What follows belongs to an exercise in optimizing a design on an open flow for small area and a short achievable clock period; a production flow would make more cautious choices.
For this run, only the layout was checked, not whether the RTL still works.
Power and IR drop assume default switching activity.

==> design.v <==
package rv32i_pkg;
    typedef logic [32-1:0]          word_t;
    typedef logic [$clog2(32)-1:0] reg_idx_t;
    typedef enum logic [6:0] {
        op_lui   = 7'b0110111,
        op_auipc = 7'b0010111,
        op_jal   = 7'b1101111,
        op_jalr  = 7'b1100111,
        op_br    = 7'b1100011,
        op_load  = 7'b0000011,
        op_store = 7'b0100011,
        op_imm   = 7'b0010011,
        op_reg   = 7'b0110011
    } opcode_t;
    typedef enum logic [2:0] {
        alu_add = 3'b000,
        alu_sll = 3'b001,
        alu_sra = 3'b010,
        alu_sub = 3'b011,
        alu_xor = 3'b100,
        alu_srl = 3'b101,
        alu_or  = 3'b110,
        alu_and = 3'b111
    } alu_op_t;
    typedef enum logic [2:0] {
        cmp_beq  = 3'b000,
        cmp_bne  = 3'b001,
        cmp_blt  = 3'b100,
        cmp_bge  = 3'b101,
        cmp_bltu = 3'b110,
        cmp_bgeu = 3'b111
    } cmp_op_t;
    typedef enum logic {
        a_sel_rs1 = 1'b0,
        a_sel_pc  = 1'b1
    } alu_a_sel_t;
    typedef enum logic [2:0] {
        b_sel_rs2    = 3'd0,
        b_sel_u_imm  = 3'd1,
        b_sel_i_imm  = 3'd2,
        b_sel_s_imm  = 3'd3,
        b_sel_const4 = 3'd4
    } alu_b_sel_t;
    typedef enum logic {
        cmp_b_rs2   = 1'b0,
        cmp_b_i_imm = 1'b1
    } cmp_b_sel_t;
endpackage
`timescale 1ns/1ps
module regfile (
    input  logic                clk,
    input  logic                rst,
    input  rv32i_pkg::reg_idx_t rs1_idx,
    input  rv32i_pkg::reg_idx_t rs2_idx,
    output rv32i_pkg::word_t    rs1_v,
    output rv32i_pkg::word_t    rs2_v,
    input  logic                wb_en,
    input  rv32i_pkg::reg_idx_t wb_rd,
    input  rv32i_pkg::word_t    wb_data
);
    rv32i_pkg::word_t regs [1:32-1];
    always_ff @(posedge clk) begin
        if (rst) begin
            for (int i = 1; i < 32; i++) begin
                regs[i] <= '0;
            end
        end else if (wb_en && (wb_rd != '0)) begin
            regs[wb_rd] <= wb_data;
        end
    end
    always_comb begin
        rs1_v = (rs1_idx == '0) ? '0 : regs[rs1_idx];
        rs2_v = (rs2_idx == '0) ? '0 : regs[rs2_idx];
    end
endmodule
`timescale 1ns/1ps
module decode_stage (
    input  logic                  clk,
    input  logic                  rst,
    input  logic                  in_valid,
    input  rv32i_pkg::word_t      in_inst,
    input  rv32i_pkg::word_t      in_pc,
    output rv32i_pkg::reg_idx_t   rs1_idx,
    output rv32i_pkg::reg_idx_t   rs2_idx,
    input  rv32i_pkg::word_t      rs1_v,
    input  rv32i_pkg::word_t      rs2_v,
    output logic                  id_valid,
    output rv32i_pkg::word_t      id_inst,
    output rv32i_pkg::word_t      id_pc,
    output rv32i_pkg::reg_idx_t   id_rd,
    output rv32i_pkg::word_t      id_rs1_v,
    output rv32i_pkg::word_t      id_rs2_v,
    output rv32i_pkg::word_t      id_u_imm,
    output rv32i_pkg::word_t      id_i_imm,
    output rv32i_pkg::word_t      id_s_imm,
    output rv32i_pkg::alu_a_sel_t id_alu_a_sel,
    output rv32i_pkg::alu_b_sel_t id_alu_b_sel,
    output rv32i_pkg::cmp_b_sel_t id_cmp_b_sel,
    output rv32i_pkg::alu_op_t    id_aluop,
    output rv32i_pkg::cmp_op_t    id_cmpop
);
    rv32i_pkg::opcode_t    opcode;
    logic [2:0] funct3;
    logic [6:0] funct7;
    logic       op_ok;
    rv32i_pkg::alu_op_t    arith_op;
    rv32i_pkg::cmp_op_t    slt_op;
    rv32i_pkg::alu_a_sel_t alu_a_sel;
    rv32i_pkg::alu_b_sel_t alu_b_sel;
    rv32i_pkg::cmp_b_sel_t cmp_b_sel;
    rv32i_pkg::alu_op_t    aluop;
    rv32i_pkg::cmp_op_t    cmpop;
    assign opcode = rv32i_pkg::opcode_t'(in_inst[6:0]);
    assign funct3 = in_inst[14:12];
    assign funct7 = in_inst[31:25];
    assign rs1_idx = (opcode == rv32i_pkg::op_lui) ? '0 : in_inst[19:15];
    assign rs2_idx = in_inst[24:20];
    always_comb begin
        unique case (funct3)
            3'b000:         arith_op = (opcode == rv32i_pkg::op_reg && funct7[5]) ? rv32i_pkg::alu_sub : rv32i_pkg::alu_add;
            3'b101:         arith_op = funct7[5] ? rv32i_pkg::alu_sra : rv32i_pkg::alu_srl;
            3'b010, 3'b011: arith_op = rv32i_pkg::alu_add;
            default:        arith_op = rv32i_pkg::alu_op_t'(funct3);
        endcase
        slt_op = (funct3 == 3'b011) ? rv32i_pkg::cmp_bltu : rv32i_pkg::cmp_blt;
    end
    always_comb begin
        op_ok     = 1'b1;
        alu_a_sel = rv32i_pkg::a_sel_rs1;
        alu_b_sel = rv32i_pkg::b_sel_rs2;
        cmp_b_sel = rv32i_pkg::cmp_b_rs2;
        aluop     = rv32i_pkg::alu_add;
        cmpop     = rv32i_pkg::cmp_beq;
        case (opcode)
            rv32i_pkg::op_lui:   alu_b_sel = rv32i_pkg::b_sel_u_imm;
            rv32i_pkg::op_auipc: begin
                alu_a_sel = rv32i_pkg::a_sel_pc;
                alu_b_sel = rv32i_pkg::b_sel_u_imm;
            end
            rv32i_pkg::op_jal, rv32i_pkg::op_jalr: begin
                alu_a_sel = rv32i_pkg::a_sel_pc;
                alu_b_sel = rv32i_pkg::b_sel_const4;
            end
            rv32i_pkg::op_br:    cmpop = rv32i_pkg::cmp_op_t'(funct3);
            rv32i_pkg::op_load:  alu_b_sel = rv32i_pkg::b_sel_i_imm;
            rv32i_pkg::op_store: alu_b_sel = rv32i_pkg::b_sel_s_imm;
            rv32i_pkg::op_imm: begin
                alu_b_sel = rv32i_pkg::b_sel_i_imm;
                cmp_b_sel = rv32i_pkg::cmp_b_i_imm;
                aluop     = arith_op;
                cmpop     = slt_op;
            end
            rv32i_pkg::op_reg: begin
                aluop = arith_op;
                cmpop = slt_op;
            end
            default:  op_ok = 1'b0;
        endcase
    end
    always_ff @(posedge clk) begin
        if (rst) begin
            id_valid <= 1'b0;
        end else begin
            id_valid <= in_valid && op_ok;
        end
    end
    always_ff @(posedge clk) begin
        id_inst      <= in_inst;
        id_pc        <= in_pc;
        id_rd        <= in_inst[11:7];
        id_rs1_v     <= rs1_v;
        id_rs2_v     <= rs2_v;
        id_u_imm     <= {in_inst[31:12], 12'h000};
        id_i_imm     <= {{(32-11){in_inst[31]}}, in_inst[30:20]};
        id_s_imm     <= {{(32-11){in_inst[31]}}, in_inst[30:25], in_inst[11:7]};
        id_alu_a_sel <= alu_a_sel;
        id_alu_b_sel <= alu_b_sel;
        id_cmp_b_sel <= cmp_b_sel;
        id_aluop     <= aluop;
        id_cmpop     <= cmpop;
    end
endmodule
`timescale 1ns/1ps
module alu (
    input  rv32i_pkg::alu_op_t aluop,
    input  rv32i_pkg::word_t   a,
    input  rv32i_pkg::word_t   b,
    output rv32i_pkg::word_t   aluout
);
    logic [4:0] shamt;
    assign shamt = b[4:0];
    always_comb begin
        unique case (aluop)
            rv32i_pkg::alu_add: aluout = a + b;
            rv32i_pkg::alu_sll: aluout = a << shamt;
            rv32i_pkg::alu_sra: aluout = rv32i_pkg::word_t'($signed(a) >>> shamt);
            rv32i_pkg::alu_sub: aluout = a - b;
            rv32i_pkg::alu_xor: aluout = a ^ b;
            rv32i_pkg::alu_srl: aluout = a >> shamt;
            rv32i_pkg::alu_or:  aluout = a | b;
            rv32i_pkg::alu_and: aluout = a & b;
            default: aluout = 'x;
        endcase
    end
endmodule
`timescale 1ns/1ps
module cmp (
    input  rv32i_pkg::cmp_op_t cmpop,
    input  rv32i_pkg::word_t   a,
    input  rv32i_pkg::word_t   b,
    output logic               br_en
);
    always_comb begin
        unique case (cmpop)
            rv32i_pkg::cmp_beq:  br_en = (a == b);
            rv32i_pkg::cmp_bne:  br_en = (a != b);
            rv32i_pkg::cmp_blt:  br_en = ($signed(a) < $signed(b));
            rv32i_pkg::cmp_bge:  br_en = ($signed(a) >= $signed(b));
            rv32i_pkg::cmp_bltu: br_en = (a < b);
            rv32i_pkg::cmp_bgeu: br_en = (a >= b);
            default:  br_en = 1'b0;
        endcase
    end
endmodule
`timescale 1ns/1ps
module execute_stage (
    input  logic                  clk,
    input  logic                  rst,
    input  logic                  id_valid,
    input  rv32i_pkg::word_t      id_inst,
    input  rv32i_pkg::word_t      id_pc,
    input  rv32i_pkg::reg_idx_t   id_rd,
    input  rv32i_pkg::word_t      id_rs1_v,
    input  rv32i_pkg::word_t      id_rs2_v,
    input  rv32i_pkg::word_t      id_u_imm,
    input  rv32i_pkg::word_t      id_i_imm,
    input  rv32i_pkg::word_t      id_s_imm,
    input  rv32i_pkg::alu_a_sel_t id_alu_a_sel,
    input  rv32i_pkg::alu_b_sel_t id_alu_b_sel,
    input  rv32i_pkg::cmp_b_sel_t id_cmp_b_sel,
    input  rv32i_pkg::alu_op_t    id_aluop,
    input  rv32i_pkg::cmp_op_t    id_cmpop,
    output logic                  ex_valid,
    output rv32i_pkg::word_t      ex_inst,
    output rv32i_pkg::word_t      ex_pc,
    output rv32i_pkg::reg_idx_t   ex_rd,
    output rv32i_pkg::word_t      ex_alu_out,
    output logic                  ex_br_en,
    output rv32i_pkg::word_t      ex_rs2_v
);
    rv32i_pkg::word_t alu_a;
    rv32i_pkg::word_t alu_b;
    rv32i_pkg::word_t cmp_b;
    rv32i_pkg::word_t alu_out;
    logic  br_en;
    always_comb begin
        unique case (id_alu_a_sel)
            rv32i_pkg::a_sel_rs1: alu_a = id_rs1_v;
            rv32i_pkg::a_sel_pc:  alu_a = id_pc;
            default:   alu_a = 'x;
        endcase
        unique case (id_alu_b_sel)
            rv32i_pkg::b_sel_rs2:    alu_b = id_rs2_v;
            rv32i_pkg::b_sel_u_imm:  alu_b = id_u_imm;
            rv32i_pkg::b_sel_i_imm:  alu_b = id_i_imm;
            rv32i_pkg::b_sel_s_imm:  alu_b = id_s_imm;
            rv32i_pkg::b_sel_const4: alu_b = rv32i_pkg::word_t'(4);
            default:      alu_b = 'x;
        endcase
        unique case (id_cmp_b_sel)
            rv32i_pkg::cmp_b_rs2:   cmp_b = id_rs2_v;
            rv32i_pkg::cmp_b_i_imm: cmp_b = id_i_imm;
            default:     cmp_b = 'x;
        endcase
    end
    alu u_alu (.aluop(id_aluop), .a(alu_a), .b(alu_b), .aluout(alu_out));
    cmp u_cmp (.cmpop(id_cmpop), .a(id_rs1_v), .b(cmp_b), .br_en(br_en));
    always_ff @(posedge clk) begin
        if (rst) begin
            ex_valid <= 1'b0;
        end else begin
            ex_valid <= id_valid;
        end
    end
    always_ff @(posedge clk) begin
        ex_inst    <= id_inst;
        ex_pc      <= id_pc;
        ex_rd      <= id_rd;
        ex_alu_out <= alu_out;
        ex_br_en   <= br_en;
        ex_rs2_v   <= id_rs2_v;
    end
endmodule
`timescale 1ns/1ps
module exec_core_top (
    input  logic                clk,
    input  logic                rst,
    input  logic                in_valid,
    input  rv32i_pkg::word_t    in_inst,
    input  rv32i_pkg::word_t    in_pc,
    input  logic                wb_en,
    input  rv32i_pkg::reg_idx_t wb_rd,
    input  rv32i_pkg::word_t    wb_data,
    output logic                ex_valid,
    output rv32i_pkg::word_t    ex_inst,
    output rv32i_pkg::word_t    ex_pc,
    output rv32i_pkg::reg_idx_t ex_rd,
    output rv32i_pkg::word_t    ex_alu_out,
    output logic                ex_br_en,
    output rv32i_pkg::word_t    ex_rs2_v
);
    rv32i_pkg::reg_idx_t   rs1_idx, rs2_idx;
    rv32i_pkg::word_t      rs1_v, rs2_v;
    logic       id_valid;
    rv32i_pkg::word_t      id_inst, id_pc, id_rs1_v, id_rs2_v;
    rv32i_pkg::reg_idx_t   id_rd;
    rv32i_pkg::word_t      id_u_imm, id_i_imm, id_s_imm;
    rv32i_pkg::alu_a_sel_t id_alu_a_sel;
    rv32i_pkg::alu_b_sel_t id_alu_b_sel;
    rv32i_pkg::cmp_b_sel_t id_cmp_b_sel;
    rv32i_pkg::alu_op_t    id_aluop;
    rv32i_pkg::cmp_op_t    id_cmpop;
    decode_stage u_decode_stage (.*);
    regfile u_regfile (.*);
    execute_stage u_execute_stage (.*);
endmodule
==> run.sh <==
#!/bin/bash
# synth_recipe.tcl (not shown) runs the flow's synth.tcl, then flattens the netlist and writes it again
# the make line also repeats each setting of config.mk as NAME=value (left out here)
make -C /OpenROAD-flow-scripts/flow DESIGN_CONFIG=/design/flow/config.mk WORK_HOME=/design/flow/orfs CLKGATE_MAP_FILE= SYNTH_SCRIPT=/design/flow/synth_recipe.tcl finish
==> config.mk <==
export PLATFORM = sky130hd
export DESIGN_NAME = exec_core_top
export DESIGN_NICKNAME = exec_core_top
export VERILOG_FILES = /design/flow/design.v
export SDC_FILE = /design/flow/constraint.sdc
export NUM_CORES = 4
export LEC_CHECK = 0
export CAP_MARGIN = 20
export CORE_MARGIN = 2
export CORE_UTILIZATION = 30
export SLEW_MARGIN = 20
==> constraint.sdc <==
create_clock -name core_clock -period 5.5 [get_ports {clk}]
set_input_delay 1.1000 -clock core_clock [delete_from_list [all_inputs] [get_ports {clk}]]
set_output_delay 1.1000 -clock core_clock [all_outputs]
set_load 0.01 [all_outputs]
==> flow_summary.toml <==
[outcome]
outcome = "timing/DRC/antenna clean"

[sta]
clock_skew_ns = 0.08802
final_min_period_over_clock_period_pct = 92.91
period_needed_ns = 5.110
finalSetupTns_ns = 0
final_count_of_hold_timing_violations = 0
setup_viol_count_final = 0
relSlewSlack_pct = 24.09
worst_pin_slew_ns = 1.135
rsz_0062_raised_after_global_routing = "false"
drv_slew = 0
timing.final.ws_setup_ns = 0.3899
fmax_ghz = 0.1957

[floorplan]
chipHeight_um = 486.7
initial_core_util_pct = 30.12
die-width_um = 486.7
fp.dieArea_mm2 = 0.2369
std_cell_rows = 177
placeableCoreArea_mm2 = 0.2321
design.portCount = 240

[synth]
synth_sequential_area_ratio_pct = 51.71
postSynthRegisterBits = 1294
syn-instance-count = 5841
syn_avg_cell_area_um2 = 11.97
synth.cell_area_mm2 = 0.06991
synth_top_cells_by_count = "1,024 x edfxtp_1, 1,009 x and2_1, 415 x clkbuf_1"
synth_largest_area_cell = "edfxtp_1"
yosysMostFrequentCell = "edfxtp_1"
yosys.area.top_type_share_pct = 43.98
ys.flop_type = "edfxtp_1"
synth-warning-count = 5
synth_edf_count = 1024
yosys.cell_types.count = 100
post_synth_main_area_contributors = "edfxtp_1 44%, mux4_2 10%, and2_1 9.0%, dfxtp_1 7.7%, mux2i_1 3.9%"
ys_async_sr_fraction_pct = 0

[worst_setup_path]
crit_type = "register to register"
worst-endpoint-required_ns = 6.13
path_buf_inv = 2
path_cells = "nor3_4 -> a21o_1 -> a21oi_2 -> inv_1 -> nor3_2 -> nand3_1 -> or3_1 -> nor3_1 -> nor2_1 -> xnor2_1 -> ha_1 -> and3_1 -> a221oi_1 -> o311ai_0 -> buf_4 -> o211ai_1 -> a21oi_1 -> a311oi_1 -> xnor2_1 -> o211ai_1"
critPathMaxFanout = 19
critical_path.slowest_cell = "dfxtp_4"
endpoint_kind = "register"
critPathLaunchType = "register"
cpPeakStageDelay_ns = 0.49
worst_ep_arrival_time_ns = 5.74
critical_path.top_delay_family = "compound AO/OA/AOI/OAI gates"

[routing]
drt_iter0_drc = 7868
routed_wirelength_mm = 293.4
drtAntennaViolNets = 0
routed-via-count = 53920
drt_drc_violations_left = 0
drt_pre_antenna_iters = 8
wl_per_cell_um = 32.01
vias_per_cell = 5.884

[clock_network]
postCtsSetupBuffers = 0
ctsLongestPathBuffers = 3
clk_pin_slew_ns = 0.06
cts_inserted_buffers = 149
cts_root_buffer = "clkbuf_16"
latest_clock_arrival_within_the_worst_skew_pair_ns = 0.84
cts_tree = "yes"
cts.repair.resized = 0
cts.htree.levels = 4
cts.hold.buffers_added = 0
clock_sink_count = 1294

[finish]
fraction_of_final_layout_cells_with_drive_strength_greater_than_1_pct = 17.17
finish.cell_count_without_fillers = 9165
synthToLayoutAreaGrowth_pct = 16.99
fin_nets = 6219

[power]
total_leakage_power_uw = 0.02923
vdd_drop_max_mv = 0.3121
total_power_uw = 28120
power_density_mw_per_mm2 = 343.8

[global_routing]
global_route.usage.total_pct = 24.07
grt_first_pass_wirelength_mm = 408.4
grt_start_max_net_pins = 98
grt-ovfl-total = 0
antenna_violations_before_repair = 40
vias_in_the_first_global_route = 52330

[placed_design]
gpl.final_weighted_congestion = 0.9518
preCtsSetupSlack_ns = 0.3924
io_buffers = 239
numPlacedInstances = 8876
dpl.hpwl_mm = 194.5

[run]
max_cap_violations = 0

[hold_path]
hold_path.class = "register to register"
==> stage by stage <==
stage | instance area [um^2] | hold slack, ns | utilization [%]
after floorplan | 70030 | 0.3096 | -
after global placement | 76690 | 0.3110 | 33.04
after detailed placement | 76680 | 0.3136 | 33.04
after CTS | 81820 | 0.3185 | 35.26
after global routing | 81770 | 0.3237 | 35.23
final | 81790 | 0.3139 | 35.24
==> flip-flops by register name, indices dropped and copies added, names as in the netlist, 31 cells and up <==
signal,cells
u_decode_stage.id_inst,31
u_decode_stage.id_pc,32
u_decode_stage.id_rs1_v,32
u_decode_stage.id_rs2_v,32
u_execute_stage.ex_alu_out,32
u_execute_stage.ex_inst,32
u_execute_stage.ex_pc,32
u_execute_stage.ex_rs2_v,32
u_regfile.regs,1024
==> power breakdown <==
group	internal, uW	switching (uW)
logic	2190	3600
registers	11300	672
clock network	5910	4480
total	19400	8760
==> kinds of logic (layout without fill, tap and decap cells) <==
| logic type | after synthesis | after routing | synth area share [%] |
|---|---|---|---|
| AND/OR/NAND/NOR | 1821 | 1821 | 14.52 |
| flip-flops | 1294 | 1294 | 51.71 |
| AO/OA/AOI/OAI | 1243 | 1243 | 11.98 |
| multiplexers | 651 | 651 | 15.05 |
| buffers and inverters | 645 | 883 | 3.699 |
| adder cells (fa/ha/maj) | 130 | 130 | 2.337 |
| XOR/XNOR | 56 | 56 | 0.7015 |
| other | 1 | 44 | 0.005364 |
==> routing by layer <==
layer / track usage (%) / share of wire, % / vias to the layer above
met2: 36.62 / 44 / 3695
met3: 6.448 / 11 / 654
met4: 11.58 / 5.3 / 22
li1: - / - / 22310
met1: 31.69 / 39 / 27250
met5: 0 / 0.052 / -
==> final timing paths <==
| path | start | to | slack, ns | cells past startpoint |
|---|---|---|---|---|
| max | u_decode_stage.id_alu_b_sel[2] | u_execute_stage.ex_alu_out[31] | 0.39 | 20 |
| min | u_decode_stage.id_inst[4] | u_execute_stage.ex_inst[4] | 0.31 | 0 |
| max reg2reg | u_decode_stage.id_alu_b_sel[2] | u_execute_stage.ex_alu_out[31] | 0.39 | 20 |
| min reg2reg | u_decode_stage.id_inst[4] | u_execute_stage.ex_inst[4] | 0.31 | 0 |
==> layout make-up <==
type / instances / area (um^2)
inverter: 91 / 344.1
multi-input combinational: 3933 / 31480
antenna: 12 / 30.03
sequential: 1294 / 36170
clock inverter: 81 / 1020
tap: 3043 / 3807
timing repair buffer: 515 / 4820
clock buffer: 196 / 4126
fill: 22470 / 150300
==> worst register-to-register path, delay by kind of cell, from the launching register on <==
kind	cells	cell delay, ns
AO/OA/AOI/OAI	8	1.98
XOR/XNOR	2	0.30
adder cells (fa/ha/maj)	1	0.37
buffers and inverters	2	0.33
flip-flops	1	0.49
AND/OR/NAND/NOR	7	1.48
==> cells in the final DEF (no fill, tap or decap), drive strengths merged, types with 129 or more instances in the layout <==
cell type      synthesis  layout
a21oi                261     261
and2                1010    1010
buf                  139     300
clkbuf               415     196
clkdlybuf4s50          0     215
dfxtp                270     270
edfxtp              1024    1024
ha                   129     129
mux2i                269     269
mux4                 313     313
nand2                350     350
nor2                 159     159
o21ai                206     206
o221ai               162     162
o22ai                183     183

-- port drivers added, routing unchanged --
Ports are ideal in the flow. The routed layout listed here was re-timed in OpenROAD. Step 1: set_driving_cell puts a clkbuf_16 on clk and a buf_2 on each other input, an assumption about the parent block. Step 2, shift: input delay + t, output delay - t, t = (earliest + latest rising clock arrival at the registers) / 2. This alone moves slack from input paths to output paths. a / b / c = ideal / step 1 / step 2; a / b = the first two.
t, ns: 0.879
slack for setup (ns): 0.390 / 0.390 / 0.390
worst slew at a driven data input, ns: 0.18
cell pins on the clock port's net: 1
After both steps setup and hold are still met in this run. For this run, drivers alone change the setup slack by 0.000 ns; drivers and shift together by 0.000 ns.
